Source: an optimization exercise on an open RTL-to-GDS flow (aim: small area, a short achievable clock period and few clock cycles per item). Production flows keep margins and buffers that such runs may drop. No run shown here included a check of the RTL's function; only the layout flow was run.

===== flow/design.v =====
`default_nettype none
module bch (
	input  logic        i_clk,
	input  logic        i_arst_n,
	input  logic        i_set,
	input  logic [63:0] i_data,
	output logic        o_ready,
	output logic        o_finish,
	output logic [9:0]  o_data
);
	function automatic [9:0] qsolve(input [9:0] x);
		qsolve[0] = 1'b0;
		qsolve[1] = x[2] ^ x[4] ^ x[7];
		qsolve[2] = x[3] ^ x[4] ^ x[6] ^ x[7];
		qsolve[3] = x[1] ^ x[2] ^ x[4] ^ x[6] ^ x[9];
		qsolve[4] = x[3] ^ x[6] ^ x[7] ^ x[8] ^ x[9];
		qsolve[5] = x[0] ^ x[3] ^ x[6] ^ x[7] ^ x[9];
		qsolve[6] = x[7] ^ x[9];
		qsolve[7] = x[8] ^ x[9];
		qsolve[8] = x[6] ^ x[7] ^ x[9];
		qsolve[9] = x[8];
	endfunction
	function automatic [4:0] t_inv32(input [4:0] x);
		t_inv32[0] = 32'hbd89b432 >> x;
		t_inv32[1] = 32'hba357164 >> x;
		t_inv32[2] = 32'h4c98f3e8 >> x;
		t_inv32[3] = 32'h8a7ba4d8 >> x;
		t_inv32[4] = 32'hed3a0d2c >> x;
	endfunction
	function automatic [4:0] t_l31(input [4:0] x);
		t_l31[0] = 32'h1afb9244 >> x;
		t_l31[1] = 32'hb7903954 >> x;
		t_l31[2] = 32'h2dd584d8 >> x;
		t_l31[3] = 32'ha37162ac >> x;
		t_l31[4] = 32'h7a6628f0 >> x;
	endfunction
	function automatic [5:0] t_l33(input [4:0] x);
		t_l33[0] = 32'h96aaa66a >> x;
		t_l33[1] = 32'h6669a695 >> x;
		t_l33[2] = 32'h659696a6 >> x;
		t_l33[3] = 32'h5a95a565 >> x;
		t_l33[4] = 32'h566599aa >> x;
		t_l33[5] = 32'h0 >> x;
	endfunction
	function automatic [5:0] t_l33m3(input [4:0] x);
		t_l33m3[0] = 32'h69a56598 >> x;
		t_l33m3[1] = 32'ha6969958 >> x;
		t_l33m3[2] = 32'h5aaa6994 >> x;
		t_l33m3[3] = 32'ha6566aa8 >> x;
		t_l33m3[4] = 32'h95996594 >> x;
		t_l33m3[5] = 32'h3 >> x;
	endfunction
	function automatic [4:0] t_sq(input [4:0] x);
		t_sq[0] = 32'ha3be4c2d >> x;
		t_sq[1] = 32'hb51df26 >> x;
		t_sq[2] = 32'h6a3be4c2 >> x;
		t_sq[3] = 32'h30b51df2 >> x;
		t_sq[4] = 32'h7c985a8e >> x;
	endfunction
	function automatic [4:0] t_ki(input [5:0] x);
		t_ki[0] = 64'h91be7d89 >> x;
		t_ki[1] = 64'h9e100879 >> x;
		t_ki[2] = 64'hbbc993dd >> x;
		t_ki[3] = 64'h640db026 >> x;
		t_ki[4] = 64'hc74ff2e3 >> x;
	endfunction
	function automatic [4:0] t_kt(input [5:0] x);
		t_kt[0] = 64'h1f3ec4a46 >> x;
		t_kt[1] = 64'h8043ca78 >> x;
		t_kt[2] = 64'h4c9eeaef >> x;
		t_kt[3] = 64'h6d813190 >> x;
		t_kt[4] = 64'h7f971b1d >> x;
	endfunction
	function automatic [9:0] t_a(input [4:0] x);
		t_a[0] = 32'h4ccccccc >> x;
		t_a[1] = 32'h70f0f0f0 >> x;
		t_a[2] = 32'h7f00ff00 >> x;
		t_a[3] = 32'h7fff0000 >> x;
		t_a[4] = 32'h2aaaaaaa >> x;
		t_a[5] = 32'h4ccccccc >> x;
		t_a[6] = 32'h70f0f0f0 >> x;
		t_a[7] = 32'h7f00ff00 >> x;
		t_a[8] = 32'h7fff0000 >> x;
		t_a[9] = 32'h2aaaaaaa >> x;
	endfunction
	function automatic [9:0] t_b(input [5:0] x);
		t_b[0] = 64'hcccccccc >> x;
		t_b[1] = 64'hf0f0f0f0 >> x;
		t_b[2] = 64'hff00ff00 >> x;
		t_b[3] = 64'hffff0000 >> x;
		t_b[4] = 64'h55555555 >> x;
		t_b[5] = 64'h33333333 >> x;
		t_b[6] = 64'hf0f0f0f >> x;
		t_b[7] = 64'hff00ff >> x;
		t_b[8] = 64'hffff >> x;
		t_b[9] = 64'haaaaaaaa >> x;
	endfunction
	function automatic [4:0] m32(input [4:0] a, input [4:0] b);
		logic [8:0] p;
		p = '0;
		for (int i = 0; i < 5; i++)
			if (b[i])
				p = p ^ (9'(a) << i);
		for (int i = 8; i >= 5; i--)
			if (p[i])
				p = p ^ (9'b100101 << (i - 5));
		m32 = p[4:0];
	endfunction
	function automatic [4:0] sq32(input [4:0] a);
		sq32 = m32(a, a);
	endfunction
	function automatic [4:0] add31(input [4:0] a, input [4:0] b);
		logic [4:0] kg0;
		logic [4:0] kp0;
		logic [4:0] kg1;
		logic [4:0] kp1;
		logic [4:0] kg2;
		logic [4:0] kp2;
		logic [4:0] kg3;
		logic [4:0] kp3;
		logic [4:0] h;
		logic c;
		kg0 = a & b;
		kp0 = a ^ b;
		h = kp0;
		kg1[0] = kg0[0];
		kp1[0] = kp0[0];
		kg1[1] = kg0[1] | (kp0[1] & kg0[0]);
		kp1[1] = kp0[1] & kp0[0];
		kg1[2] = kg0[2] | (kp0[2] & kg0[1]);
		kp1[2] = kp0[2] & kp0[1];
		kg1[3] = kg0[3] | (kp0[3] & kg0[2]);
		kp1[3] = kp0[3] & kp0[2];
		kg1[4] = kg0[4] | (kp0[4] & kg0[3]);
		kp1[4] = kp0[4] & kp0[3];
		kg2[0] = kg1[0];
		kp2[0] = kp1[0];
		kg2[1] = kg1[1];
		kp2[1] = kp1[1];
		kg2[2] = kg1[2] | (kp1[2] & kg1[0]);
		kp2[2] = kp1[2] & kp1[0];
		kg2[3] = kg1[3] | (kp1[3] & kg1[1]);
		kp2[3] = kp1[3] & kp1[1];
		kg2[4] = kg1[4] | (kp1[4] & kg1[2]);
		kp2[4] = kp1[4] & kp1[2];
		kg3[0] = kg2[0];
		kp3[0] = kp2[0];
		kg3[1] = kg2[1];
		kp3[1] = kp2[1];
		kg3[2] = kg2[2];
		kp3[2] = kp2[2];
		kg3[3] = kg2[3];
		kp3[3] = kp2[3];
		kg3[4] = kg2[4] | (kp2[4] & kg2[0]);
		kp3[4] = kp2[4] & kp2[0];
		c = kg3[4] | kp3[4];
		add31[0] = h[0] ^ c;
		add31[1] = h[1] ^ (kg3[0] | (kp3[0] & c));
		add31[2] = h[2] ^ (kg3[1] | (kp3[1] & c));
		add31[3] = h[3] ^ (kg3[2] | (kp3[2] & c));
		add31[4] = h[4] ^ (kg3[3] | (kp3[3] & c));
	endfunction
	function automatic [9:0] add1023(input [9:0] a, input [9:0] b);
		logic [9:0] kg0;
		logic [9:0] kp0;
		logic [9:0] kg1;
		logic [9:0] kp1;
		logic [9:0] kg2;
		logic [9:0] kp2;
		logic [9:0] kg3;
		logic [9:0] kp3;
		logic [9:0] kg4;
		logic [9:0] kp4;
		logic [9:0] h;
		logic c;
		kg0 = a & b;
		kp0 = a ^ b;
		h = kp0;
		kg1[0] = kg0[0];
		kp1[0] = kp0[0];
		kg1[1] = kg0[1] | (kp0[1] & kg0[0]);
		kp1[1] = kp0[1] & kp0[0];
		kg1[2] = kg0[2] | (kp0[2] & kg0[1]);
		kp1[2] = kp0[2] & kp0[1];
		kg1[3] = kg0[3] | (kp0[3] & kg0[2]);
		kp1[3] = kp0[3] & kp0[2];
		kg1[4] = kg0[4] | (kp0[4] & kg0[3]);
		kp1[4] = kp0[4] & kp0[3];
		kg1[5] = kg0[5] | (kp0[5] & kg0[4]);
		kp1[5] = kp0[5] & kp0[4];
		kg1[6] = kg0[6] | (kp0[6] & kg0[5]);
		kp1[6] = kp0[6] & kp0[5];
		kg1[7] = kg0[7] | (kp0[7] & kg0[6]);
		kp1[7] = kp0[7] & kp0[6];
		kg1[8] = kg0[8] | (kp0[8] & kg0[7]);
		kp1[8] = kp0[8] & kp0[7];
		kg1[9] = kg0[9] | (kp0[9] & kg0[8]);
		kp1[9] = kp0[9] & kp0[8];
		kg2[0] = kg1[0];
		kp2[0] = kp1[0];
		kg2[1] = kg1[1];
		kp2[1] = kp1[1];
		kg2[2] = kg1[2] | (kp1[2] & kg1[0]);
		kp2[2] = kp1[2] & kp1[0];
		kg2[3] = kg1[3] | (kp1[3] & kg1[1]);
		kp2[3] = kp1[3] & kp1[1];
		kg2[4] = kg1[4] | (kp1[4] & kg1[2]);
		kp2[4] = kp1[4] & kp1[2];
		kg2[5] = kg1[5] | (kp1[5] & kg1[3]);
		kp2[5] = kp1[5] & kp1[3];
		kg2[6] = kg1[6] | (kp1[6] & kg1[4]);
		kp2[6] = kp1[6] & kp1[4];
		kg2[7] = kg1[7] | (kp1[7] & kg1[5]);
		kp2[7] = kp1[7] & kp1[5];
		kg2[8] = kg1[8] | (kp1[8] & kg1[6]);
		kp2[8] = kp1[8] & kp1[6];
		kg2[9] = kg1[9] | (kp1[9] & kg1[7]);
		kp2[9] = kp1[9] & kp1[7];
		kg3[0] = kg2[0];
		kp3[0] = kp2[0];
		kg3[1] = kg2[1];
		kp3[1] = kp2[1];
		kg3[2] = kg2[2];
		kp3[2] = kp2[2];
		kg3[3] = kg2[3];
		kp3[3] = kp2[3];
		kg3[4] = kg2[4] | (kp2[4] & kg2[0]);
		kp3[4] = kp2[4] & kp2[0];
		kg3[5] = kg2[5] | (kp2[5] & kg2[1]);
		kp3[5] = kp2[5] & kp2[1];
		kg3[6] = kg2[6] | (kp2[6] & kg2[2]);
		kp3[6] = kp2[6] & kp2[2];
		kg3[7] = kg2[7] | (kp2[7] & kg2[3]);
		kp3[7] = kp2[7] & kp2[3];
		kg3[8] = kg2[8] | (kp2[8] & kg2[4]);
		kp3[8] = kp2[8] & kp2[4];
		kg3[9] = kg2[9] | (kp2[9] & kg2[5]);
		kp3[9] = kp2[9] & kp2[5];
		kg4[0] = kg3[0];
		kp4[0] = kp3[0];
		kg4[1] = kg3[1];
		kp4[1] = kp3[1];
		kg4[2] = kg3[2];
		kp4[2] = kp3[2];
		kg4[3] = kg3[3];
		kp4[3] = kp3[3];
		kg4[4] = kg3[4];
		kp4[4] = kp3[4];
		kg4[5] = kg3[5];
		kp4[5] = kp3[5];
		kg4[6] = kg3[6];
		kp4[6] = kp3[6];
		kg4[7] = kg3[7];
		kp4[7] = kp3[7];
		kg4[8] = kg3[8] | (kp3[8] & kg3[0]);
		kp4[8] = kp3[8] & kp3[0];
		kg4[9] = kg3[9] | (kp3[9] & kg3[1]);
		kp4[9] = kp3[9] & kp3[1];
		c = kg4[9] | kp4[9];
		add1023[0] = h[0] ^ c;
		add1023[1] = h[1] ^ (kg4[0] | (kp4[0] & c));
		add1023[2] = h[2] ^ (kg4[1] | (kp4[1] & c));
		add1023[3] = h[3] ^ (kg4[2] | (kp4[2] & c));
		add1023[4] = h[4] ^ (kg4[3] | (kp4[3] & c));
		add1023[5] = h[5] ^ (kg4[4] | (kp4[4] & c));
		add1023[6] = h[6] ^ (kg4[5] | (kp4[5] & c));
		add1023[7] = h[7] ^ (kg4[6] | (kp4[6] & c));
		add1023[8] = h[8] ^ (kg4[7] | (kp4[7] & c));
		add1023[9] = h[9] ^ (kg4[8] | (kp4[8] & c));
	endfunction
	function automatic lt10(input [9:0] a, input [9:0] bn);
		logic [9:0] kg0;
		logic [9:0] kp0;
		logic [9:0] kg1;
		logic [9:0] kp1;
		logic [9:0] kg2;
		logic [9:0] kp2;
		logic [9:0] kg3;
		logic [9:0] kp3;
		logic [9:0] kg4;
		logic [9:0] kp4;
		logic [9:0] h;
		logic [9:0] b;
		logic c;
		b = ~bn;
		kg0 = a & b;
		kp0 = a ^ b;
		h = kp0;
		kg1[0] = kg0[0];
		kp1[0] = kp0[0];
		kg1[1] = kg0[1] | (kp0[1] & kg0[0]);
		kp1[1] = kp0[1] & kp0[0];
		kg1[2] = kg0[2] | (kp0[2] & kg0[1]);
		kp1[2] = kp0[2] & kp0[1];
		kg1[3] = kg0[3] | (kp0[3] & kg0[2]);
		kp1[3] = kp0[3] & kp0[2];
		kg1[4] = kg0[4] | (kp0[4] & kg0[3]);
		kp1[4] = kp0[4] & kp0[3];
		kg1[5] = kg0[5] | (kp0[5] & kg0[4]);
		kp1[5] = kp0[5] & kp0[4];
		kg1[6] = kg0[6] | (kp0[6] & kg0[5]);
		kp1[6] = kp0[6] & kp0[5];
		kg1[7] = kg0[7] | (kp0[7] & kg0[6]);
		kp1[7] = kp0[7] & kp0[6];
		kg1[8] = kg0[8] | (kp0[8] & kg0[7]);
		kp1[8] = kp0[8] & kp0[7];
		kg1[9] = kg0[9] | (kp0[9] & kg0[8]);
		kp1[9] = kp0[9] & kp0[8];
		kg2[0] = kg1[0];
		kp2[0] = kp1[0];
		kg2[1] = kg1[1];
		kp2[1] = kp1[1];
		kg2[2] = kg1[2] | (kp1[2] & kg1[0]);
		kp2[2] = kp1[2] & kp1[0];
		kg2[3] = kg1[3] | (kp1[3] & kg1[1]);
		kp2[3] = kp1[3] & kp1[1];
		kg2[4] = kg1[4] | (kp1[4] & kg1[2]);
		kp2[4] = kp1[4] & kp1[2];
		kg2[5] = kg1[5] | (kp1[5] & kg1[3]);
		kp2[5] = kp1[5] & kp1[3];
		kg2[6] = kg1[6] | (kp1[6] & kg1[4]);
		kp2[6] = kp1[6] & kp1[4];
		kg2[7] = kg1[7] | (kp1[7] & kg1[5]);
		kp2[7] = kp1[7] & kp1[5];
		kg2[8] = kg1[8] | (kp1[8] & kg1[6]);
		kp2[8] = kp1[8] & kp1[6];
		kg2[9] = kg1[9] | (kp1[9] & kg1[7]);
		kp2[9] = kp1[9] & kp1[7];
		kg3[0] = kg2[0];
		kp3[0] = kp2[0];
		kg3[1] = kg2[1];
		kp3[1] = kp2[1];
		kg3[2] = kg2[2];
		kp3[2] = kp2[2];
		kg3[3] = kg2[3];
		kp3[3] = kp2[3];
		kg3[4] = kg2[4] | (kp2[4] & kg2[0]);
		kp3[4] = kp2[4] & kp2[0];
		kg3[5] = kg2[5] | (kp2[5] & kg2[1]);
		kp3[5] = kp2[5] & kp2[1];
		kg3[6] = kg2[6] | (kp2[6] & kg2[2]);
		kp3[6] = kp2[6] & kp2[2];
		kg3[7] = kg2[7] | (kp2[7] & kg2[3]);
		kp3[7] = kp2[7] & kp2[3];
		kg3[8] = kg2[8] | (kp2[8] & kg2[4]);
		kp3[8] = kp2[8] & kp2[4];
		kg3[9] = kg2[9] | (kp2[9] & kg2[5]);
		kp3[9] = kp2[9] & kp2[5];
		kg4[0] = kg3[0];
		kp4[0] = kp3[0];
		kg4[1] = kg3[1];
		kp4[1] = kp3[1];
		kg4[2] = kg3[2];
		kp4[2] = kp3[2];
		kg4[3] = kg3[3];
		kp4[3] = kp3[3];
		kg4[4] = kg3[4];
		kp4[4] = kp3[4];
		kg4[5] = kg3[5];
		kp4[5] = kp3[5];
		kg4[6] = kg3[6];
		kp4[6] = kp3[6];
		kg4[7] = kg3[7];
		kp4[7] = kp3[7];
		kg4[8] = kg3[8] | (kp3[8] & kg3[0]);
		kp4[8] = kp3[8] & kp3[0];
		kg4[9] = kg3[9] | (kp3[9] & kg3[1]);
		kp4[9] = kp3[9] & kp3[1];
		lt10 = !(kg4[9] | kp4[9]);
	endfunction
	function automatic [6:0] a6(input [5:0] a, input [5:0] b);
		logic [5:0] kg0;
		logic [5:0] kp0;
		logic [5:0] kg1;
		logic [5:0] kp1;
		logic [5:0] kg2;
		logic [5:0] kp2;
		logic [5:0] kg3;
		logic [5:0] kp3;
		logic [5:0] h;
		logic c;
		kg0 = a & b;
		kp0 = a ^ b;
		h = kp0;
		kg1[0] = kg0[0];
		kp1[0] = kp0[0];
		kg1[1] = kg0[1] | (kp0[1] & kg0[0]);
		kp1[1] = kp0[1] & kp0[0];
		kg1[2] = kg0[2] | (kp0[2] & kg0[1]);
		kp1[2] = kp0[2] & kp0[1];
		kg1[3] = kg0[3] | (kp0[3] & kg0[2]);
		kp1[3] = kp0[3] & kp0[2];
		kg1[4] = kg0[4] | (kp0[4] & kg0[3]);
		kp1[4] = kp0[4] & kp0[3];
		kg1[5] = kg0[5] | (kp0[5] & kg0[4]);
		kp1[5] = kp0[5] & kp0[4];
		kg2[0] = kg1[0];
		kp2[0] = kp1[0];
		kg2[1] = kg1[1];
		kp2[1] = kp1[1];
		kg2[2] = kg1[2] | (kp1[2] & kg1[0]);
		kp2[2] = kp1[2] & kp1[0];
		kg2[3] = kg1[3] | (kp1[3] & kg1[1]);
		kp2[3] = kp1[3] & kp1[1];
		kg2[4] = kg1[4] | (kp1[4] & kg1[2]);
		kp2[4] = kp1[4] & kp1[2];
		kg2[5] = kg1[5] | (kp1[5] & kg1[3]);
		kp2[5] = kp1[5] & kp1[3];
		kg3[0] = kg2[0];
		kp3[0] = kp2[0];
		kg3[1] = kg2[1];
		kp3[1] = kp2[1];
		kg3[2] = kg2[2];
		kp3[2] = kp2[2];
		kg3[3] = kg2[3];
		kp3[3] = kp2[3];
		kg3[4] = kg2[4] | (kp2[4] & kg2[0]);
		kp3[4] = kp2[4] & kp2[0];
		kg3[5] = kg2[5] | (kp2[5] & kg2[1]);
		kp3[5] = kp2[5] & kp2[1];
		a6[0] = h[0];
		a6[1] = h[1] ^ kg3[0];
		a6[2] = h[2] ^ kg3[1];
		a6[3] = h[3] ^ kg3[2];
		a6[4] = h[4] ^ kg3[3];
		a6[5] = h[5] ^ kg3[4];
		a6[6] = kg3[5];
	endfunction
	function automatic [7:0] a7(input [6:0] a, input [6:0] b);
		logic [6:0] kg0;
		logic [6:0] kp0;
		logic [6:0] kg1;
		logic [6:0] kp1;
		logic [6:0] kg2;
		logic [6:0] kp2;
		logic [6:0] kg3;
		logic [6:0] kp3;
		logic [6:0] h;
		logic c;
		kg0 = a & b;
		kp0 = a ^ b;
		h = kp0;
		kg1[0] = kg0[0];
		kp1[0] = kp0[0];
		kg1[1] = kg0[1] | (kp0[1] & kg0[0]);
		kp1[1] = kp0[1] & kp0[0];
		kg1[2] = kg0[2] | (kp0[2] & kg0[1]);
		kp1[2] = kp0[2] & kp0[1];
		kg1[3] = kg0[3] | (kp0[3] & kg0[2]);
		kp1[3] = kp0[3] & kp0[2];
		kg1[4] = kg0[4] | (kp0[4] & kg0[3]);
		kp1[4] = kp0[4] & kp0[3];
		kg1[5] = kg0[5] | (kp0[5] & kg0[4]);
		kp1[5] = kp0[5] & kp0[4];
		kg1[6] = kg0[6] | (kp0[6] & kg0[5]);
		kp1[6] = kp0[6] & kp0[5];
		kg2[0] = kg1[0];
		kp2[0] = kp1[0];
		kg2[1] = kg1[1];
		kp2[1] = kp1[1];
		kg2[2] = kg1[2] | (kp1[2] & kg1[0]);
		kp2[2] = kp1[2] & kp1[0];
		kg2[3] = kg1[3] | (kp1[3] & kg1[1]);
		kp2[3] = kp1[3] & kp1[1];
		kg2[4] = kg1[4] | (kp1[4] & kg1[2]);
		kp2[4] = kp1[4] & kp1[2];
		kg2[5] = kg1[5] | (kp1[5] & kg1[3]);
		kp2[5] = kp1[5] & kp1[3];
		kg2[6] = kg1[6] | (kp1[6] & kg1[4]);
		kp2[6] = kp1[6] & kp1[4];
		kg3[0] = kg2[0];
		kp3[0] = kp2[0];
		kg3[1] = kg2[1];
		kp3[1] = kp2[1];
		kg3[2] = kg2[2];
		kp3[2] = kp2[2];
		kg3[3] = kg2[3];
		kp3[3] = kp2[3];
		kg3[4] = kg2[4] | (kp2[4] & kg2[0]);
		kp3[4] = kp2[4] & kp2[0];
		kg3[5] = kg2[5] | (kp2[5] & kg2[1]);
		kp3[5] = kp2[5] & kp2[1];
		kg3[6] = kg2[6] | (kp2[6] & kg2[2]);
		kp3[6] = kp2[6] & kp2[2];
		a7[0] = h[0];
		a7[1] = h[1] ^ kg3[0];
		a7[2] = h[2] ^ kg3[1];
		a7[3] = h[3] ^ kg3[2];
		a7[4] = h[4] ^ kg3[3];
		a7[5] = h[5] ^ kg3[4];
		a7[6] = h[6] ^ kg3[5];
		a7[7] = kg3[6];
	endfunction
	function automatic [5:0] add33(input [5:0] x, input [5:0] y);
		logic [4:0] g;
		logic [4:0] q;
		logic [4:0] gg;
		logic [4:0] pp;
		logic       cin;
		logic [5:0] s;
		g  = x[4:0] & y[4:0];
		q  = x[4:0] ^ y[4:0];
		gg[0] = g[0];
		pp[0] = q[0];
		for (int i = 1; i < 5; i++) begin
			gg[i] = g[i] | (q[i] & gg[i-1]);
			pp[i] = q[i] & pp[i-1];
		end
		cin = !gg[4];
		s[0] = q[0] ^ cin;
		for (int i = 1; i < 5; i++)
			s[i] = q[i] ^ (gg[i-1] | (pp[i-1] & cin));
		s[5] = cin && pp[4];
		add33 = x[5] ? y : y[5] ? x : s;
	endfunction
	logic       busy;
	logic [3:0] cnt;
	logic       last;
	logic       fin;
	assign o_ready = !busy;
	assign last    = busy && (cnt == 4'd15);
	always_ff @(posedge i_clk or negedge i_arst_n) begin
		if (!i_arst_n) begin
			busy   <= 1'b0;
			cnt    <= '0;
			fin    <= 1'b0;
		end else begin
			fin    <= last;
			cnt    <= cnt + 1'b1;
			if (!busy) begin
				cnt  <= 4'd1;
				busy <= i_set;
			end else if (last) begin
				busy <= 1'b0;
			end
		end
	end
	logic [63:0] dm;
	logic [9:0]  acc1;
	logic [9:0]  acc3;
	logic [9:0]  fb1;
	logic [9:0]  fb3;
	assign dm  = {i_data[63] && !last, i_data[62:0]};   
	assign fb1 = busy ? acc1 : 10'd0;
	assign fb3 = busy ? acc3 : 10'd0;
	logic [343:0] sx;
	assign sx[0] = dm[5] ^ dm[53];
	assign sx[1] = dm[34] ^ dm[52];
	assign sx[2] = dm[7] ^ dm[46];
	assign sx[3] = dm[17] ^ dm[58];
	assign sx[4] = dm[14] ^ dm[33];
	assign sx[5] = dm[20] ^ dm[60];
	assign sx[6] = dm[27] ^ dm[29];
	assign sx[7] = dm[54] ^ dm[57];
	assign sx[8] = dm[10] ^ dm[37];
	assign sx[9] = dm[38] ^ dm[48];
	assign sx[10] = dm[31] ^ dm[62];
	assign sx[11] = dm[1] ^ dm[56];
	assign sx[12] = dm[23] ^ sx[0];
	assign sx[13] = dm[0] ^ dm[51];
	assign sx[14] = dm[24] ^ dm[61];
	assign sx[15] = dm[11] ^ dm[13];
	assign sx[16] = dm[36] ^ dm[45];
	assign sx[17] = dm[12] ^ dm[15];
	assign sx[18] = dm[9] ^ dm[40];
	assign sx[19] = dm[35] ^ dm[59];
	assign sx[20] = dm[3] ^ dm[18];
	assign sx[21] = dm[4] ^ sx[10];
	assign sx[22] = dm[32] ^ sx[4];
	assign sx[23] = sx[5] ^ sx[9];
	assign sx[24] = dm[6] ^ sx[3];
	assign sx[25] = sx[1] ^ sx[6];
	assign sx[26] = dm[47] ^ sx[11];
	assign sx[27] = fb3[7] ^ dm[43];
	assign sx[28] = dm[42] ^ dm[49];
	assign sx[29] = dm[16] ^ dm[26];
	assign sx[30] = sx[7] ^ sx[14];
	assign sx[31] = dm[30] ^ sx[2];
	assign sx[32] = sx[12] ^ sx[19];
	assign sx[33] = fb3[5] ^ fb3[9];
	assign sx[34] = fb3[3] ^ dm[21];
	assign sx[35] = dm[28] ^ dm[55];
	assign sx[36] = fb3[8] ^ dm[22];
	assign sx[37] = dm[2] ^ dm[50];
	assign sx[38] = dm[19] ^ dm[44];
	assign sx[39] = sx[8] ^ sx[15];
	assign sx[40] = fb1[4] ^ sx[17];
	assign sx[41] = fb3[4] ^ sx[33];
	assign sx[42] = fb3[6] ^ dm[39];
	assign sx[43] = fb1[7] ^ dm[43];
	assign sx[44] = dm[25] ^ sx[13];
	assign sx[45] = sx[18] ^ sx[29];
	assign sx[46] = sx[16] ^ sx[20];
	assign sx[47] = sx[27] ^ sx[34];
	assign sx[48] = dm[41] ^ sx[25];
	assign sx[49] = sx[22] ^ sx[39];
	assign sx[50] = sx[24] ^ sx[26];
	assign sx[51] = fb1[3] ^ fb1[5];
	assign sx[52] = fb3[2] ^ dm[34];
	assign sx[53] = dm[8] ^ dm[55];
	assign sx[54] = dm[11] ^ dm[49];
	assign sx[55] = dm[59] ^ sx[1];
	assign sx[56] = dm[42] ^ sx[2];
	assign sx[57] = dm[51] ^ sx[28];
	assign sx[58] = dm[20] ^ sx[18];
	assign sx[59] = dm[53] ^ sx[37];
	assign sx[60] = dm[21] ^ sx[38];
	assign sx[61] = dm[18] ^ sx[7];
	assign sx[62] = sx[21] ^ sx[23];
	assign sx[63] = fb3[0] ^ sx[30];
	assign sx[64] = fb1[1] ^ sx[40];
	assign sx[65] = dm[48] ^ sx[47];
	assign sx[66] = sx[25] ^ sx[31];
	assign sx[67] = sx[21] ^ sx[42];
	assign sx[68] = sx[15] ^ sx[23];
	assign sx[69] = fb1[6] ^ sx[32];
	assign sx[70] = fb3[1] ^ sx[32];
	assign sx[71] = dm[22] ^ sx[48];
	assign sx[72] = fb1[3] ^ fb1[9];
	assign sx[73] = fb1[2] ^ fb1[9];
	assign sx[74] = dm[12] ^ dm[56];
	assign sx[75] = dm[46] ^ sx[41];
	assign sx[76] = dm[15] ^ dm[17];
	assign sx[77] = dm[3] ^ dm[54];
	assign sx[78] = dm[16] ^ dm[24];
	assign sx[79] = dm[60] ^ sx[72];
	assign sx[80] = dm[26] ^ dm[29];
	assign sx[81] = dm[2] ^ dm[47];
	assign sx[82] = dm[0] ^ dm[32];
	assign sx[83] = dm[7] ^ dm[37];
	assign sx[84] = dm[39] ^ sx[73];
	assign sx[85] = dm[26] ^ dm[33];
	assign sx[86] = fb3[8] ^ dm[44];
	assign sx[87] = dm[13] ^ sx[51];
	assign sx[88] = fb1[0] ^ dm[61];
	assign sx[89] = dm[14] ^ dm[19];
	assign sx[90] = dm[3] ^ dm[4];
	assign sx[91] = sx[2] ^ sx[53];
	assign sx[92] = sx[0] ^ sx[52];
	assign sx[93] = sx[3] ^ sx[4];
	assign sx[94] = dm[25] ^ sx[36];
	assign sx[95] = dm[62] ^ sx[38];
	assign sx[96] = sx[54] ^ sx[85];
	assign sx[97] = sx[5] ^ sx[13];
	assign sx[98] = sx[43] ^ sx[84];
	assign sx[99] = dm[57] ^ sx[9];
	assign sx[100] = dm[0] ^ sx[35];
	assign sx[101] = sx[14] ^ sx[17];
	assign sx[102] = dm[63] ^ sx[28];
	assign sx[103] = dm[8] ^ sx[8];
	assign sx[104] = sx[36] ^ sx[76];
	assign sx[105] = dm[45] ^ sx[13];
	assign sx[106] = sx[6] ^ sx[8];
	assign sx[107] = sx[43] ^ sx[88];
	assign sx[108] = fb1[2] ^ sx[16];
	assign sx[109] = sx[22] ^ sx[44];
	assign sx[110] = dm[27] ^ sx[93];
	assign sx[111] = dm[39] ^ sx[56];
	assign sx[112] = dm[60] ^ sx[45];
	assign sx[113] = sx[24] ^ sx[75];
	assign sx[114] = sx[30] ^ sx[31];
	assign sx[115] = sx[46] ^ sx[59];
	assign sx[116] = sx[55] ^ sx[99];
	assign sx[117] = dm[52] ^ sx[61];
	assign sx[118] = sx[77] ^ sx[102];
	assign sx[119] = sx[12] ^ sx[40];
	assign sx[120] = dm[58] ^ sx[91];
	assign sx[121] = sx[60] ^ sx[66];
	assign sx[122] = sx[58] ^ sx[113];
	assign sx[123] = sx[49] ^ sx[90];
	assign sx[124] = sx[11] ^ sx[64];
	assign sx[125] = sx[16] ^ sx[65];
	assign sx[126] = sx[35] ^ sx[50];
	assign sx[127] = fb1[8] ^ sx[114];
	assign sx[128] = sx[50] ^ sx[62];
	assign sx[129] = sx[57] ^ sx[112];
	assign sx[130] = fb1[6] ^ dm[16];
	assign sx[131] = dm[28] ^ dm[36];
	assign sx[132] = sx[10] ^ sx[79];
	assign sx[133] = sx[130] ^ sx[131];
	assign sx[134] = sx[24] ^ sx[132];
	assign sx[135] = sx[133] ^ sx[109];
	assign sx[136] = sx[118] ^ sx[119];
	assign sx[137] = sx[134] ^ sx[121];
	assign sx[138] = sx[135] ^ sx[136];
	assign sx[139] = sx[137] ^ sx[138];
	assign sx[140] = dm[7] ^ dm[35];
	assign sx[141] = sx[4] ^ sx[18];
	assign sx[142] = sx[28] ^ sx[140];
	assign sx[143] = sx[107] ^ sx[141];
	assign sx[144] = sx[142] ^ sx[68];
	assign sx[145] = sx[117] ^ sx[119];
	assign sx[146] = sx[143] ^ sx[126];
	assign sx[147] = sx[144] ^ sx[145];
	assign sx[148] = sx[146] ^ sx[147];
	assign sx[149] = fb1[0] ^ fb1[1];
	assign sx[150] = fb1[4] ^ sx[149];
	assign sx[151] = sx[150] ^ dm[2];
	assign sx[152] = dm[15] ^ dm[22];
	assign sx[153] = dm[29] ^ dm[31];
	assign sx[154] = sx[1] ^ sx[35];
	assign sx[155] = sx[79] ^ sx[151];
	assign sx[156] = sx[152] ^ sx[153];
	assign sx[157] = sx[26] ^ sx[46];
	assign sx[158] = sx[154] ^ sx[155];
	assign sx[159] = sx[156] ^ sx[49];
	assign sx[160] = sx[157] ^ sx[158];
	assign sx[161] = sx[69] ^ sx[127];
	assign sx[162] = sx[159] ^ sx[160];
	assign sx[163] = sx[161] ^ sx[162];
	assign sx[164] = dm[5] ^ dm[10];
	assign sx[165] = dm[50] ^ sx[164];
	assign sx[166] = sx[61] ^ sx[96];
	assign sx[167] = sx[98] ^ sx[105];
	assign sx[168] = sx[165] ^ sx[62];
	assign sx[169] = sx[64] ^ sx[166];
	assign sx[170] = sx[167] ^ sx[121];
	assign sx[171] = sx[168] ^ sx[169];
	assign sx[172] = sx[170] ^ sx[171];
	assign sx[173] = dm[33] ^ dm[37];
	assign sx[174] = dm[53] ^ sx[29];
	assign sx[175] = sx[87] ^ sx[173];
	assign sx[176] = sx[55] ^ sx[108];
	assign sx[177] = sx[174] ^ sx[175];
	assign sx[178] = sx[176] ^ sx[177];
	assign sx[179] = sx[127] ^ sx[128];
	assign sx[180] = sx[178] ^ sx[179];
	assign sx[181] = fb1[8] ^ dm[52];
	assign sx[182] = sx[3] ^ sx[20];
	assign sx[183] = sx[80] ^ sx[89];
	assign sx[184] = sx[181] ^ sx[100];
	assign sx[185] = sx[182] ^ sx[183];
	assign sx[186] = sx[68] ^ sx[111];
	assign sx[187] = sx[184] ^ sx[185];
	assign sx[188] = sx[69] ^ sx[124];
	assign sx[189] = sx[186] ^ sx[187];
	assign sx[190] = sx[188] ^ sx[189];
	assign sx[191] = fb1[5] ^ dm[9];
	assign sx[192] = dm[12] ^ dm[14];
	assign sx[193] = dm[38] ^ dm[54];
	assign sx[194] = sx[54] ^ sx[83];
	assign sx[195] = sx[191] ^ sx[192];
	assign sx[196] = sx[193] ^ sx[44];
	assign sx[197] = sx[98] ^ sx[194];
	assign sx[198] = sx[195] ^ sx[115];
	assign sx[199] = sx[196] ^ sx[197];
	assign sx[200] = sx[71] ^ sx[126];
	assign sx[201] = sx[198] ^ sx[199];
	assign sx[202] = sx[200] ^ sx[201];
	assign sx[203] = dm[21] ^ dm[46];
	assign sx[204] = sx[87] ^ sx[203];
	assign sx[205] = sx[21] ^ sx[45];
	assign sx[206] = sx[103] ^ sx[204];
	assign sx[207] = sx[110] ^ sx[115];
	assign sx[208] = sx[116] ^ sx[205];
	assign sx[209] = sx[206] ^ sx[124];
	assign sx[210] = sx[207] ^ sx[208];
	assign sx[211] = sx[209] ^ sx[210];
	assign sx[212] = fb1[4] ^ dm[56];
	assign sx[213] = sx[37] ^ sx[78];
	assign sx[214] = sx[212] ^ sx[58];
	assign sx[215] = sx[60] ^ sx[106];
	assign sx[216] = sx[108] ^ sx[213];
	assign sx[217] = sx[109] ^ sx[117];
	assign sx[218] = sx[120] ^ sx[214];
	assign sx[219] = sx[215] ^ sx[216];
	assign sx[220] = sx[69] ^ sx[217];
	assign sx[221] = sx[218] ^ sx[219];
	assign sx[222] = sx[220] ^ sx[221];
	assign sx[223] = sx[51] ^ dm[17];
	assign sx[224] = dm[48] ^ sx[0];
	assign sx[225] = sx[53] ^ sx[74];
	assign sx[226] = sx[223] ^ sx[107];
	assign sx[227] = sx[224] ^ sx[225];
	assign sx[228] = sx[226] ^ sx[227];
	assign sx[229] = sx[71] ^ sx[123];
	assign sx[230] = sx[129] ^ sx[228];
	assign sx[231] = sx[229] ^ sx[230];
	assign sx[232] = dm[33] ^ sx[27];
	assign sx[233] = sx[26] ^ sx[95];
	assign sx[234] = sx[97] ^ sx[103];
	assign sx[235] = sx[104] ^ sx[232];
	assign sx[236] = sx[66] ^ sx[118];
	assign sx[237] = sx[233] ^ sx[234];
	assign sx[238] = sx[235] ^ sx[70];
	assign sx[239] = sx[236] ^ sx[237];
	assign sx[240] = sx[238] ^ sx[239];
	assign sx[241] = fb3[0] ^ fb3[9];
	assign sx[242] = sx[241] ^ dm[11];
	assign sx[243] = dm[41] ^ sx[82];
	assign sx[244] = sx[86] ^ sx[242];
	assign sx[245] = sx[31] ^ sx[45];
	assign sx[246] = sx[46] ^ sx[92];
	assign sx[247] = sx[101] ^ sx[106];
	assign sx[248] = sx[243] ^ sx[244];
	assign sx[249] = sx[245] ^ sx[246];
	assign sx[250] = sx[247] ^ sx[248];
	assign sx[251] = sx[128] ^ sx[249];
	assign sx[252] = sx[250] ^ sx[251];
	assign sx[253] = sx[33] ^ dm[1];
	assign sx[254] = dm[8] ^ dm[30];
	assign sx[255] = dm[40] ^ dm[47];
	assign sx[256] = dm[50] ^ sx[0];
	assign sx[257] = sx[10] ^ sx[17];
	assign sx[258] = sx[82] ^ sx[83];
	assign sx[259] = sx[253] ^ sx[254];
	assign sx[260] = sx[255] ^ sx[30];
	assign sx[261] = sx[47] ^ sx[94];
	assign sx[262] = sx[256] ^ sx[257];
	assign sx[263] = sx[258] ^ sx[259];
	assign sx[264] = sx[48] ^ sx[68];
	assign sx[265] = sx[260] ^ sx[261];
	assign sx[266] = sx[262] ^ sx[263];
	assign sx[267] = sx[264] ^ sx[265];
	assign sx[268] = sx[266] ^ sx[267];
	assign sx[269] = sx[41] ^ dm[10];
	assign sx[270] = dm[18] ^ dm[36];
	assign sx[271] = sx[81] ^ sx[89];
	assign sx[272] = sx[269] ^ sx[270];
	assign sx[273] = sx[12] ^ sx[94];
	assign sx[274] = sx[101] ^ sx[271];
	assign sx[275] = sx[272] ^ sx[67];
	assign sx[276] = sx[116] ^ sx[120];
	assign sx[277] = sx[273] ^ sx[274];
	assign sx[278] = sx[129] ^ sx[275];
	assign sx[279] = sx[276] ^ sx[277];
	assign sx[280] = sx[278] ^ sx[279];
	assign sx[281] = fb3[7] ^ fb3[9];
	assign sx[282] = sx[281] ^ dm[1];
	assign sx[283] = dm[9] ^ dm[28];
	assign sx[284] = dm[35] ^ dm[58];
	assign sx[285] = sx[5] ^ sx[20];
	assign sx[286] = sx[29] ^ sx[42];
	assign sx[287] = sx[282] ^ sx[283];
	assign sx[288] = sx[284] ^ sx[39];
	assign sx[289] = sx[59] ^ sx[95];
	assign sx[290] = sx[285] ^ sx[286];
	assign sx[291] = sx[287] ^ sx[63];
	assign sx[292] = sx[288] ^ sx[289];
	assign sx[293] = sx[290] ^ sx[71];
	assign sx[294] = sx[291] ^ sx[292];
	assign sx[295] = sx[293] ^ sx[294];
	assign sx[296] = fb3[2] ^ dm[5];
	assign sx[297] = sx[36] ^ sx[78];
	assign sx[298] = sx[296] ^ sx[26];
	assign sx[299] = sx[56] ^ sx[100];
	assign sx[300] = sx[297] ^ sx[65];
	assign sx[301] = sx[67] ^ sx[110];
	assign sx[302] = sx[298] ^ sx[299];
	assign sx[303] = sx[300] ^ sx[301];
	assign sx[304] = sx[302] ^ sx[303];
	assign sx[305] = sx[41] ^ dm[1];
	assign sx[306] = dm[6] ^ dm[24];
	assign sx[307] = dm[27] ^ dm[55];
	assign sx[308] = sx[7] ^ sx[19];
	assign sx[309] = sx[86] ^ sx[305];
	assign sx[310] = sx[306] ^ sx[307];
	assign sx[311] = sx[97] ^ sx[308];
	assign sx[312] = sx[309] ^ sx[310];
	assign sx[313] = sx[111] ^ sx[311];
	assign sx[314] = sx[312] ^ sx[123];
	assign sx[315] = sx[125] ^ sx[313];
	assign sx[316] = sx[314] ^ sx[315];
	assign sx[317] = sx[81] ^ sx[44];
	assign sx[318] = sx[92] ^ sx[96];
	assign sx[319] = sx[63] ^ sx[317];
	assign sx[320] = sx[318] ^ sx[122];
	assign sx[321] = sx[125] ^ sx[319];
	assign sx[322] = sx[320] ^ sx[321];
	assign sx[323] = fb3[4] ^ fb3[5];
	assign sx[324] = fb3[6] ^ sx[323];
	assign sx[325] = sx[324] ^ dm[45];
	assign sx[326] = sx[34] ^ sx[37];
	assign sx[327] = sx[80] ^ sx[325];
	assign sx[328] = sx[23] ^ sx[57];
	assign sx[329] = sx[104] ^ sx[326];
	assign sx[330] = sx[327] ^ sx[49];
	assign sx[331] = sx[63] ^ sx[328];
	assign sx[332] = sx[329] ^ sx[70];
	assign sx[333] = sx[330] ^ sx[331];
	assign sx[334] = sx[332] ^ sx[333];
	assign sx[335] = sx[6] ^ sx[20];
	assign sx[336] = sx[27] ^ sx[52];
	assign sx[337] = sx[74] ^ sx[22];
	assign sx[338] = sx[105] ^ sx[335];
	assign sx[339] = sx[336] ^ sx[67];
	assign sx[340] = sx[337] ^ sx[338];
	assign sx[341] = sx[70] ^ sx[122];
	assign sx[342] = sx[339] ^ sx[340];
	assign sx[343] = sx[341] ^ sx[342];
	always_ff @(posedge i_clk) begin
		acc1[0] <= sx[139];
		acc1[1] <= sx[148];
		acc1[2] <= sx[163];
		acc1[3] <= sx[172];
		acc1[4] <= sx[180];
		acc1[5] <= sx[190];
		acc1[6] <= sx[202];
		acc1[7] <= sx[211];
		acc1[8] <= sx[222];
		acc1[9] <= sx[231];
		acc3[0] <= sx[240];
		acc3[1] <= sx[252];
		acc3[2] <= sx[268];
		acc3[3] <= sx[280];
		acc3[4] <= sx[295];
		acc3[5] <= sx[304];
		acc3[6] <= sx[316];
		acc3[7] <= sx[322];
		acc3[8] <= sx[334];
		acc3[9] <= sx[343];
	end
	logic [11:0] st;      
	logic [4:0] r_31;     
	logic [5:0] r_33;
	logic [9:0] lin;      
	logic [9:0] lx;
	logic [4:0] qt;       
	logic [4:0] qn;       
	logic       qbz;      
	logic [4:0] raw31;
	logic [5:0] raw33;
	logic [5:0] m3_33;
	assign lx = fin ? acc1 : lin;
	logic [4:0] opa;
	logic [4:0] op1b;
	logic [4:0] op2b;
	logic [4:0] esq;
	assign esq  = t_sq(r_31);
	assign opa  = st[3] ? esq : lx[4:0];
	assign op1b = st[3] ? t_ki(r_33) : t_inv32(lx[9:5]);
	assign op2b = st[3] ? t_kt(r_33) : lx[9:5];
	always_ff @(posedge i_clk) begin
		qt  <= m32(opa, op1b);
		qn  <= m32(opa, op2b) ^ (st[3] ? 5'd0 : (sq32(lx[4:0]) ^ sq32(lx[9:5])));
		qbz <= (lx[9:5] == 5'd0);
	end
	assign raw31 = t_l31(qn);
	assign raw33 = qbz ? 6'd32 : t_l33(qt);
	assign m3_33 = qbz ? 6'd32 : t_l33m3(qt);
	logic [4:0] x31;
	logic [5:0] x33;
	always_ff @(posedge i_clk) begin
		x31 <= raw31;
		x33 <= st[0] ? m3_33 : raw33;
	end
	logic [4:0] r1_31;    
	logic [5:0] r1_33;
	logic       r1h;
	logic [4:0] op31;
	logic [5:0] op33;
	logic       s1z;      
	logic       s3z;      
	logic       single;
	logic       sgl_n;
	logic [9:0] p;
	logic [9:0] p1;
	logic [9:0] od;
	logic       of;
	logic [1:0] ocnt;
	logic       od_lt;
	logic       empty;
	always_ff @(posedge i_clk or negedge i_arst_n) begin
		if (!i_arst_n) begin
			st <= '0;
		end else begin
			st <= {st[10:0], fin};
		end
	end
	assign r1_31 = {r1h, p1[9:6]};
	assign r1_33 = p1[5:0];
	assign op31 = st[1] ? {x31[3:0], x31[4]} : st[2] ? ~r_31 : r1_31;
	assign op33 = st[1] ? 6'd32 : st[2] ? r_33 : r1_33;
	assign sgl_n = !s3z && (r_31 == 5'd0) && r_33[5];
	logic [9:0] exq;
	logic       sglq;
	assign exq = {qt, qn};
	always_ff @(posedge i_clk) begin
		sglq <= sgl_n;
	end
	logic [9:0] pq;
	always_ff @(posedge i_clk) begin
		pq <= add1023(t_a(r_31), t_b(r_33));
	end
	assign p     = pq;
	assign od_lt = lt10(od, p1);
	assign empty  = s1z;
	assign single = s3z;
	always_ff @(posedge i_clk) begin
		if (fin) begin
			s1z <= (acc1 == 10'd0);
			lin <= acc3;
		end else if (st[4]) begin
			lin <= sglq ? 10'd1 : s3z ? 10'd32 : (qsolve(exq) ^ 10'd32);
		end else begin
			lin <= lin ^ 10'd1;
		end
		if (st[0]) begin
			s3z   <= (lin == 10'd0);
			r1h   <= raw31[4];
		end
		if (st[4]) begin
			s1z <= s1z || (!sglq && !s3z && ^(exq & 10'd288));   
			s3z <= sglq;
		end
		r_31 <= add31(x31, op31);
		r_33 <= add33(x33, op33);
		if (st[0])
			p1 <= {raw31[3:0], raw33};
		else if (st[9] || (st[11] && !od_lt))
			p1 <= st[9] ? p : od;
	end
	assign o_finish = of;
	assign o_data   = od;
	always_ff @(posedge i_clk or negedge i_arst_n) begin
		if (!i_arst_n) begin
			of   <= 1'b0;
			ocnt <= '0;
		end else begin
			if (st[11]) begin
				of   <= 1'b1;
				ocnt <= empty ? 2'd0 : single ? 2'd1 : 2'd2;
			end else if (of) begin
				if (ocnt == 2'd0)
					of <= 1'b0;
				else
					ocnt <= ocnt - 1'b1;
			end
		end
	end
	always_ff @(posedge i_clk) begin
		if (st[10]) begin
			od <= p;
		end else if (st[11]) begin
			if (empty)
				od <= 10'd1023;
			else if (single || !od_lt)
				od <= p1;
		end else if (ocnt == 2'd2) begin
			od <= p1;
		end else begin
			od <= 10'd1023;
		end
	end
endmodule
`default_nettype wire

===== flow/flow/run.sh =====
#!/bin/bash
# Standard layout, but the port buffers are sky130_fd_sc_hd__buf_2 instead of the delay
# buffer buffer_ports picks by default. Everything else is the standard flow's own flow (standard.sh).
set -euo pipefail
bash standard.sh "BUFFER_PORTS_ARGS=-buffer_cell sky130_fd_sc_hd__buf_2" finish > standard.log 2>&1

===== flow/standard.sh =====
#!/bin/bash
# synth_recipe.tcl (not shown) runs the flow's synth.tcl, then flattens the netlist and writes it again
# the make line also repeats each setting of config.mk as NAME=value (left out here)
make -C /OpenROAD-flow-scripts/flow DESIGN_CONFIG=/design/flow/config.mk WORK_HOME=/design/flow/orfs CLKGATE_MAP_FILE= SYNTH_SCRIPT=/design/flow/synth_recipe.tcl "${@:-finish}"

===== flow/config.mk =====
export PLATFORM = sky130hd
export DESIGN_NAME = bch
export DESIGN_NICKNAME = bch
export VERILOG_FILES = /design/flow/design.v
export SDC_FILE = /design/flow/constraint.sdc
export NUM_CORES = 4
export LEC_CHECK = 0
export ABC_AREA = 1
export CAP_MARGIN = 20
export CORE_MARGIN = 2
export CORE_UTILIZATION = 40
export SETUP_SLACK_MARGIN = 3.8
export SLEW_MARGIN = 20

===== flow/constraint.sdc =====
create_clock -name core_clock -period 6.5 [get_ports {i_clk}]
set_input_delay 1.3000 -clock core_clock [delete_from_list [all_inputs] [get_ports {i_clk}]]
set_output_delay 1.3000 -clock core_clock [all_outputs]
set_load 0.01 [all_outputs]

==> results.txt, run 1 <==
- I/O Pins: 79
- Die Area: 0.0324 mm²
- Worst Path Required: 6.82 ns
- Worst-Skew Late Latency: 0.43 ns
- Share of post-route cells with drive strength above 1: 0.204
- Slew @ Worst Pin: 0.785 ns
- CP Data Arrival Time: 3.09 ns
- Vias: 11700
- Initial Util: 0.406
- Drt pass-1 iters: 6
- Remaining global-route overflow: 0
- Worst Skew: 0.0113 ns
- Worst Setup Start Kind: input port
- Antenna-violating nets left: 0
- Setup Crit Path Kind: input port to flop
- Register bit total from synthesis: 118
- Max_cap viols: 0
- Top cell type by total area after synthesis: xor2_1
- Tot GR Track Use: 0.227
- 1st-iter DRT viols: 828
- Peak Freq: 362 MHz
- Ranking of synthesized cells by area: xor2_1 13%, nand2_1 13%, xnor2_1 12%
- Setup TNS: 0 ns
- Mapped Avg Cell Area: 7.18 µm²
- Fillers: 2974
- Reg clk slew, reported paths: 0.06 ns
- Drt drc: 0
- # setup viols final: 0
- Pre-CTS setup slack: 3.14 ns
- Max Transition Viols Final: 0
- Worst Hold Class: flop to flop
- Headroom to the max-slew limit: 0.477
- Root Buffer Master: clkbuf_16
- Final cell area excluding filler cells: 0.0150 mm²
- Syn. warnings: 1
- Unrepaired setup endpoints after global routing: true
- DP HPWL: 30400 µm
- Largest net degree at the start of global routing: 27
- Routed len/inst: 17.2 µm
- Synth cell types: 56
- Outcome: no timing/DRC/antenna violations
- EDFF count, synth: 32
- # H-tree levels: 4
- Register area share after synthesis: 0.225
- Total Routed Length: 38600 µm
- Gpl congestion: 0.964
- Fin crit period: 2.76 ns
- Core ar.: 0.0306 mm²
- Final Hold Fails: 0
- DIE WIDTH: 180 µm
- Layout Cells excl Fill: 2245
- Mapped Area: 0.0124 mm²
- Port Buffers: 78
- Clk buf depth: 2
- # rows: 64
- Clock sinks: 118
- Dominant cell by count in the synthesized netlist: nand2_1
- Predominant post-synthesis flop cell: dfxtp_1
- Antenna fix cells: 0
- Crit-path max FO: 3
- Async SR Flop Fraction: 0.178
- Layout area overhead: 20.8%
- Period utilization: 0.425
- Post-synth top area share: 0.130
- Crit. End Element: flop
- Post-layout worst setup margin: 3.74 ns
- Cells after DPL: 2159
- Synth cell count leaders: 416 x nand2_1, 184 x xor2_1, 169 x xnor2_1
- Number of global-route vias before repair: 11100
- Vert. Die Dim: 180 µm
- Initial antenna violation count: 0
- First-pass GRT wire length: 58900 µm
- Num CTS Buffers: 17
- Mapped Cells: 1728
- TritonCTS clock tree: done
- Vias/cell: 5.21
- Reg area: 0.00283 mm²
- Area of the multi-input gates: 0.00953 mm²
- Layout Nets: 1971
- Post-Syn Nets: 1863
- DP Area: 0.0131 mm²
-- path summary, 6_finish.rpt --
path / startpoint / end / slack [ns] / cells past startpoint
setup / recovery: i_data[51] / acc3[9] / 3.74 / 10
hold / removal: st[6] / st[7] / 0.35 / 0
setup reg to reg: r_31[0] / pq[1] / 3.85 / 16
hold reg to reg: st[6] / st[7] / 0.35 / 0
max in group asynchronous: i_arst_n / fin / 5.24 / 1
min in group asynchronous: i_arst_n / ocnt[0] / 0.85 / 1
-- area by class of cell --
type	count	share of cell area
repair buffers	131	0.0553
clock buffers	17	0.0284
well taps	396	0.0331
repair inverters	1	0.000501
inverters	178	0.0477
clock inverters	15	0.0105
flip-flops and latches	118	0.189
multi-input cells	1389	0.636
-- logic make-up after synthesis --
kind of cell	count (synthesis)	share of synthesized area
fa+ha+maj	68	0.0704
compound gates	245	0.111
flops	118	0.225
simple gates	696	0.236
mux	1	0.000907
xor+xnor	378	0.285
buf+inv	222	0.0721
-- placed cells by master, fill, tap and decap left out, types with 5 or more instances in the layout --
master	synthesis	layout
a21o_1	5	5
a21oi_1	86	72
a21oi_2	0	10
a22oi_1	6	6
a31oi_1	14	14
buf_2	10	76
buf_4	9	50
clkbuf_16	0	17
clkinvlp_4	0	5
dfrtp_1	21	17
dfxtp_1	65	54
dfxtp_4	0	8
edfxtp_1	32	32
ha_1	65	55
ha_4	0	6
inv_1	168	154
inv_2	8	11
inv_4	0	7
inv_6	0	5
nand2_1	416	386
nand2_2	15	39
nand2_4	4	11
nand3_1	115	107
nand3_2	0	5
nand4_1	8	8
nor2_1	103	96
nor2_2	2	7
nor3_1	10	9
o211ai_1	8	8
o21ai_0	89	80
o21ai_1	6	10
o21ai_2	3	7
o22ai_1	7	7
or2_2	6	6
xnor2_1	169	145
xnor2_2	10	32
xor2_1	184	168
xor2_2	12	24
xor2_4	2	6
-- worst max-delay path, stage by stage --
cell and delay [ns]:
buf_2 0.12, or2_2 0.30, nand2_1 0.20, xor2_2 0.22
xnor2_1 0.16, xor2_1 0.33, xor2_1 0.28, inv_1 0.07
nand2_1 0.06, nand2_1 0.05
-- what timing repair did --
action                                  in CTS  in global routing
buffers inserted                            19                 33
hold buffers                                 0                  0
resized for setup                           58                155
gates cloned                                 0                  2
endpoints found under the setup margin      45                 65
pin swaps                                   13                 37
-- registers in the layout, indices dropped and copies added (netlist names), 2 cells and up --
register,cells
p1,10
qt,5
lin,10
x33,6
qn,5
pq,10
x31,5
acc1,10
od,10
acc3,10
r_33,6
st,12
ocnt,2
r_31,5
cnt,4
-- metrics by stage --
| stage | hold slack [ns] | util |
|---|---|---|
| 2_1_floorplan | 0.331 | - |
| 4_1_cts | 0.352 | 0.460 |
| 5_1_grt | 0.359 | 0.490 |
| 3_3_place_gp | 0.334 | 0.429 |
| 3_5_place_dp | 0.337 | 0.429 |
| 6_report | 0.348 | 0.490 |
-- routing by layer --
layer / vias up / share of wire / global-route usage / wire [µm]
li1: 5760 / - / - / -
met1: 5406 / 0.41 / 0.276 / 16000
met2: 424 / 0.50 / 0.411 / 19200
met3: 96 / 0.047 / 0.0247 / 1820
met4: 0 / 0.041 / 0.0852 / 1600
met5: - / 0 / 0 / 0
==> inputs of run 2 (changes only) <==
--- a/flow/config.mk
+++ b/flow/config.mk
@@ -11,2 +11,4 @@
 export CORE_UTILIZATION = 40
+export CTS_BUF_LIST = sky130_fd_sc_hd__clkbuf_4 sky130_fd_sc_hd__clkbuf_8
+export CTS_CLUSTER_SIZE = 30
 export SETUP_SLACK_MARGIN = 3.8
==> run 2 against run 1 <==
  * Core utilization shrank 0.078 points
  * Via count grew 0.53%
  * Register-to-register slack lost 0.11 ns
  * Global-route usage shrank 0.19 points
  * Wire length grew 0.97%
  * Critical path depth grew 6
  * Count of clock-buffer cells in the layout is the same
  * Synthesized cell count is the same
  * Hold slack gained 0.0052 ns
  * Non-clock buffer count grew 9
  * Critical endpoint is now pq[1]
==> results.txt, run 2 <==
- Worst Reg-to-Reg Cells: 16 (unchanged)
- Headroom to the max-slew limit: 0.446 (-0.0312)
- Syn. warnings: 1 (unchanged)
- Commonest non-fill, non-tap cell in the layout: nand2_1
- Remaining global-route overflow: 0 (unchanged)
- # rows: 64 (unchanged)
- Worst Hold Class: flop to flop
- Synth cell types: 56 (unchanged)
- Top cell type by total area after synthesis: xor2_1
- DIE WIDTH: 180 µm (unchanged)
- First-pass GRT wire length: 58500 µm (-0.75%)
- Clk buf depth: 2 (unchanged)
- Post-Syn Nets: 1863 (unchanged)
- Outcome: no timing/DRC/antenna violations
- Register area share after synthesis: 0.225 (unchanged)
- Peak Freq: 363 MHz (+0.17%)
- # H-tree levels: 4 (unchanged)
- Dominant cell by count in the synthesized netlist: nand2_1
- Final Hold Fails: 0 (unchanged)
- Num CTS Buffers: 17 (unchanged)
- Max_cap viols: 0 (unchanged)
- Core ar.: 0.0306 mm² (unchanged)
- Largest net degree at the start of global routing: 27 (unchanged)
- Min-delay src: st[6]
- # setup viols final: 0 (unchanged)
- Hold slack final: 0.354 ns (+0.00520 ns)
- Post-layout worst setup margin: 3.74 ns (+0.00464 ns)
- Drt drc: 0 (unchanged)
- Worst-Skew Late Latency: 0.44 ns (about the same)
- Reg clk slew, reported paths: 0.09 ns (+0.03 ns)
- Worst Skew: 0.0163 ns (+0.00500 ns)
- Layout area overhead: 20.6%
- Synth cell count leaders: 416 x nand2_1, 184 x xor2_1, 169 x xnor2_1
- Max reg flops: 12 (unchanged)
- Drt pass-1 iters: 8 (+2)
- Antenna-violating nets left: 0 (unchanged)
- 1st-iter DRT viols: 860 (+3.9%)
- Commonest non-fill, non-tap cells in the layout: 374 x nand2_1, 173 x xor2_1, 151 x inv_1
- Initial Util: 0.406 (unchanged)
- Pre-CTS setup slack: 3.14 ns (unchanged)
- Mapped Avg Cell Area: 7.18 µm² (unchanged)
- Crit. End Element: flop
- RR Startpoint: r_31[1]
- Async SR Flop Fraction: 0.178 (unchanged)
- Tot GR Track Use: 0.225 (-0.00195)
- Largest Register: st
- Unrepaired setup endpoints after global routing: true
- R2r setup slk: 3.74 ns (-0.11 ns)
- Antenna fix cells: 0 (unchanged)
- Vias: 11700 (+0.53%)
- CP Data Arrival Time: 3.07 ns (-0.02 ns)
- Crit-path max FO: 7 (+4)
- Post-synth top area share: 0.130 (unchanged)
- Register bit total from synthesis: 118 (unchanged)
- EDFF count, synth: 32 (unchanged)
- Endpoint with the worst hold slack: st[7]
- Fin crit period: 2.76 ns (-0.00464 ns)
- Worst Path Required: 6.82 ns (about the same)
- Setup TNS: 0 ns (unchanged)
- Layout Nets: 1981 (+0.51%)
- Total Routed Length: 39000 µm (+0.97%)
- Die Area: 0.0324 mm² (unchanged)
- CP max stage delay: 0.42 ns (+0.09 ns)
- Ranking of synthesized cells by area: xor2_1 13%, nand2_1 13%, xnor2_1 12%
- Share of post-route cells with drive strength above 1: 0.220 (+0.0156)
- I/O Pins: 79 (unchanged)
- Clock sinks: 118 (unchanged)
- Crit-path cells: clkinvlp_4 -> nor2_4 -> a21oi_4 -> mux2_4 -> inv_6 -> ha_4 -> a21oi_4 -> o21ai_4 -> a21oi_2 -> o21ai_1 -> nand2_1 -> nand2_1 -> nand2_2 -> nand2_4 -> fa_2 -> xor2_1
- Worst Setup Start Kind: flop
- Slowest library cell on the worst path: dfxtp_4
- DP HPWL: 30400 µm (unchanged)
- Vert. Die Dim: 180 µm (unchanged)
- Mapped Area: 0.0124 mm² (unchanged)
- Mapped Cells: 1728 (unchanged)
- Port Buffers: 78 (unchanged)
- Util after Layout: 0.489 (-0.000778)
- TritonCTS clock tree: done
- Worst hold path depth: 0 (unchanged)
- Routed len/inst: 17.3 µm (+0.52%)
- Max Transition Viols Final: 0 (unchanged)
- Vias/cell: 5.21 (about the same)
- R2R Path End: pq[1]
- Number of global-route vias before repair: 11100 (-0.13%)
- Gpl congestion: 0.964 (unchanged)
- Root Buffer Master: clkbuf_8
- Slew @ Worst Pin: 0.831 ns (+0.0468 ns)
- Setup Crit Path Kind: flop to flop
- Initial antenna violation count: 0 (unchanged)
- Predominant post-synthesis flop cell: dfxtp_1
- Period utilization: 0.424 (-0.000714)
## run 2: cell counts after synthesis
Identical to the previous run, type by type.
## run 2: layout make-up
type,instances,area [µm²]
clock buffers,17,234
clock inverters,15,158
fillers,2993,15600
inverters,178,721
multi-input cells,1390,9600
flip-flops and latches,118,2830
well taps,396,495
repair buffers,140,913
repair inverters,1,7.51
## run 2: layer usage
layer  routed length [µm]  share of wire  GRT usage
met1                16000           0.41      0.272
met2                19400           0.50      0.405
met3                 2000          0.051     0.0323
met4                 1510          0.039     0.0842
met5                    0              0          0
## run 2: kinds of logic after synthesis
| kind of cell | synth area share |
|---|---|
| xor+xnor | 0.285 |
| simple gates | 0.236 |
| compound gates | 0.111 |
| mux | 0.000907 |
| fa+ha+maj | 0.0704 |
| buf+inv | 0.0721 |
| flops | 0.225 |
## run 2: through the flow
step	instances	instance area (µm²)
after detailed placement	2159	13100
after floorplan	1728	12400
after global routing	2255	15000
final	2255	15000
after CTS	2211	13900
after global placement	2159	13100
## run 2: how the worst max path moves through the flow
stage / startpoint / to / slack, ns / cells after the start
2_1_floorplan: i_data[53] / acc3[0] / 3.67 / 9
3_3_place_gp: r_33[2] / pq[1] / 3.08 / 13
3_5_place_dp: r_33[2] / pq[1] / 3.14 / 13
4_1_cts: r_31[0] / pq[1] / 3.70 / 16
5_1_grt: r_31[1] / pq[1] / 3.64 / 16
6_report: r_31[1] / pq[1] / 3.74 / 16
## run 2: what timing repair did
item                                    in CTS  in global routing
cloned                                       0                  3
resized for setup                           61                181
buffers inserted                            20                 41
hold buffers                                 0                  0
pin swaps                                   15                 52
hold endpoints to repair                     0                  0
endpoints found under the setup margin      42                 65
## run 2: critical path, delay by kind of cell, from the launching register on
family | cells | cell delay [ns]
and+or+nand+nor | 5 | 0.48
buffers and inverters | 2 | 0.25
adders and majority gates | 2 | 0.58
muxes | 1 | 0.30
AOI/OAI and AO/OA | 5 | 0.45
DFF | 1 | 0.42
xor gates and xnor gates | 1 | 0.17
==> inputs of run 3 (changes only) <==
--- a/flow/config.mk
+++ b/flow/config.mk
@@ -12,3 +12,3 @@
 export CTS_BUF_LIST = sky130_fd_sc_hd__clkbuf_4 sky130_fd_sc_hd__clkbuf_8
-export CTS_CLUSTER_SIZE = 30
+export CTS_CLUSTER_SIZE = 40
 export SETUP_SLACK_MARGIN = 3.8
==> run 3 against run 2 <==
  * Count of clock-buffer cells in the layout unchanged
  * Non-clock buffer count unchanged
  * Via count unchanged
  * Worst setup slack unchanged
  * Still clean
  * Maximum frequency unchanged
  * Highest routed layer unchanged
  * Critical path depth unchanged
  * Cell count unchanged
  * Synthesized cell count unchanged
==> results.txt, run 3 <==
- Worst Path Required: 6.82 ns (about the same)
- Drt pass-1 iters: 8 (unchanged)
- Adder-Cell Fraction of Synth Area: 0.0704 (unchanged)
- Mapped Cells: 1728 (unchanged)
- Clock sinks: 118 (unchanged)
- Reg area: 0.00283 mm² (unchanged)
- First-pass GRT wire length: 58500 µm (unchanged)
- 1st-iter DRT viols: 860 (unchanged)
- Syn. warnings: 1 (unchanged)
- Vias/cell: 5.21 (unchanged)
- Root Buffer Master: clkbuf_8
- Synth cell count leaders: 416 x nand2_1, 184 x xor2_1, 169 x xnor2_1
- # H-tree levels: 4 (unchanged)
- Routed len/inst: 17.3 µm (unchanged)
- Worst-Skew Late Latency: 0.44 ns (about the same)
- Largest Register: st
- Unrepaired setup endpoints after global routing: true
- Mux cell area share after synthesis: 0.000907 (unchanged)
- Gpl congestion: 0.964 (unchanged)
- Worst Hold Class: flop to flop
- Pre-CTS setup slack: 3.14 ns (unchanged)
- Drt drc: 0 (unchanged)
- Initial antenna violation count: 0 (unchanged)
- Crit-path max FO: 7 (unchanged)
- Util after Layout: 0.489 (unchanged)
- Synth Area in XOR/XNOR: 0.285 (unchanged)
- Compound-Gate Fraction of Synth Area: 0.111 (unchanged)
- Register area share after synthesis: 0.225 (unchanged)
- DIE WIDTH: 180 µm (unchanged)
- Antenna-violating nets left: 0 (unchanged)
- Max Transition Viols Final: 0 (unchanged)
- CTS Hold Bufs: 0 (unchanged)
- Async SR Flop Fraction: 0.178 (unchanged)
- Tot GR Track Use: 0.225 (unchanged)
- Vias: 11700 (unchanged)
- Layout Nets: 1981 (unchanged)
- Dominant cell by count in the synthesized netlist: nand2_1
- Commonest non-fill, non-tap cells in the layout: 374 x nand2_1, 173 x xor2_1, 151 x inv_1
- Reg clk slew, reported paths: 0.09 ns (about the same)
- Top cell type by total area after synthesis: xor2_1
- Predominant post-synthesis flop cell: dfxtp_1
- Port Buffers: 78 (unchanged)
- Setup TNS: 0 ns (unchanged)
- Worst Setup Start Kind: flop
- Clk buf depth: 2 (unchanged)
- Max reg flops: 12 (unchanged)
- Peak Freq: 363 MHz (unchanged)
- Area of the multi-input gates: 0.00960 mm² (unchanged)
- Antenna fix cells: 0 (unchanged)
- Total Routed Length: 39000 µm (unchanged)
- Worst Skew: 0.0163 ns (unchanged)
- Setup Crit Path Kind: flop to flop
- Synth cell types: 56 (unchanged)
- Number of global-route vias before repair: 11100 (unchanged)
- CP Data Arrival Time: 3.07 ns (about the same)
- Crit. End Element: flop
- Headroom to the max-slew limit: 0.446 (unchanged)
- Slew @ Worst Pin: 0.831 ns (unchanged)
- Period utilization: 0.424 (unchanged)
- DP HPWL: 30400 µm (unchanged)
- Ranking of synthesized cells by area: xor2_1 13%, nand2_1 13%, xnor2_1 12%
- Fin crit period: 2.76 ns (unchanged)
- Register bit total from synthesis: 118 (unchanged)
- Simple-Gate Fraction of Synth Area: 0.236 (unchanged)
- EDFF count, synth: 32 (unchanged)
- Outcome: no timing/DRC/antenna violations
- I/O Pins: 79 (unchanged)
- # rows: 64 (unchanged)
==> run 3: cell counts in the layout (fill, tap and decap cells not counted) <==
No cell type changed its count.
==> run 3: final timing paths <==
path	from	endpoint	slack, ns	cells past startpoint
min in group asynchronous	i_arst_n	ocnt[1]	0.83	1
worst min-delay path	st[6]	st[7]	0.35	0
worst max-delay path	r_31[1]	pq[1]	3.74	16
worst min register to register	st[6]	st[7]	0.35	0
max in group asynchronous	i_arst_n	fin	5.28	1
worst max register to register	r_31[1]	pq[1]	3.74	16
==> run 3: metrics by stage <==
step                hold slack (ns)  area (µm²)  std cells
floorplan                     0.331       12400       1728
global placement              0.334       13100       2159
detailed placement            0.337       13100       2159
CTS                           0.358       13900       2211
global route                  0.366       15000       2255
finish                        0.354       15000       2255
==> run 3: logic make-up (layout without fill, tap and decap cells) <==
group	count (synthesis)	in the layout
xor gates and xnor gates	378	378
muxes	1	1
buffers and inverters	222	351
AOI/OAI and AO/OA	245	246
adders and majority gates	68	68
and+or+nand+nor	696	697
DFF	118	118
==> run 3: metal layers <==
metal | global-route usage | vias to the layer above | routed length [µm]
met3 | 0.0323 | 90 | 2000
met2 | 0.405 | 422 | 19400
met4 | 0.0842 | 0 | 1510
li1 | - | 5780 | -
met5 | 0 | - | 0
met1 | 0.272 | 5456 | 16000
==> run 3: what timing repair did <==
action | CTS | global route
resized for setup | 61 | 181
pin swaps | 15 | 52
cloned | 0 | 3
buffers inserted | 20 | 41
setup endpoints to repair | 42 | 65
==> run 3: cell type report <==
cell class                      instances  share of cell area
Sequential cell                       118               0.189
Multi-Input combinational cell       1390               0.642
Clock inverter                         15              0.0105
Inverter                              178              0.0482
Tap cell                              396              0.0331
Timing Repair Buffer                  140              0.0610
Clock buffer                           17              0.0156
Timing Repair inverter                  1            0.000502
==> run 3: worst max-delay path, stage by stage, from the launching register on <==
cell and delay (ns):
dfxtp_4 0.42, clkinvlp_4 0.17, nor2_4 0.16, a21oi_4 0.04, mux2_4 0.30, inv_6 0.08, ha_4 0.23, a21oi_4 0.16
o21ai_4 0.08, a21oi_2 0.10, o21ai_1 0.07, nand2_1 0.07, nand2_1 0.07, nand2_2 0.08, nand2_4 0.10, fa_2 0.35
xor2_1 0.17

-- static timing again, ports no longer ideal --
In the flow no input, the clock included, has a driving cell. The finished layouts below were timed again as built, in two steps. Step 1 assumes that a clkbuf_16 drives the clock port and a buf_2 every other input. Step 2 moves the port delays by t, midway between the first and last clock arrival at a register: inputs arrive t later, outputs are due t later. That takes back most of the time a late clock gives input paths. Three values: no drivers, after step 1, after step 2; two values: the first two.
run | t, ns | setup slack, ns | worst slew at a driven data input, ns
run 1 | 0.462 | 3.737 / 3.757 / 3.295 | 0.05
run 2 | 0.465 | 3.741 / 3.741 / 3.317 | 0.05
run 3 | 0.465 | 3.741 / 3.741 / 3.317 | 0.05
After both steps setup and hold are still met in every run listed. For run 1, which loses most, drivers alone change the setup slack by +0.020 ns; drivers and shift together by -0.442 ns.
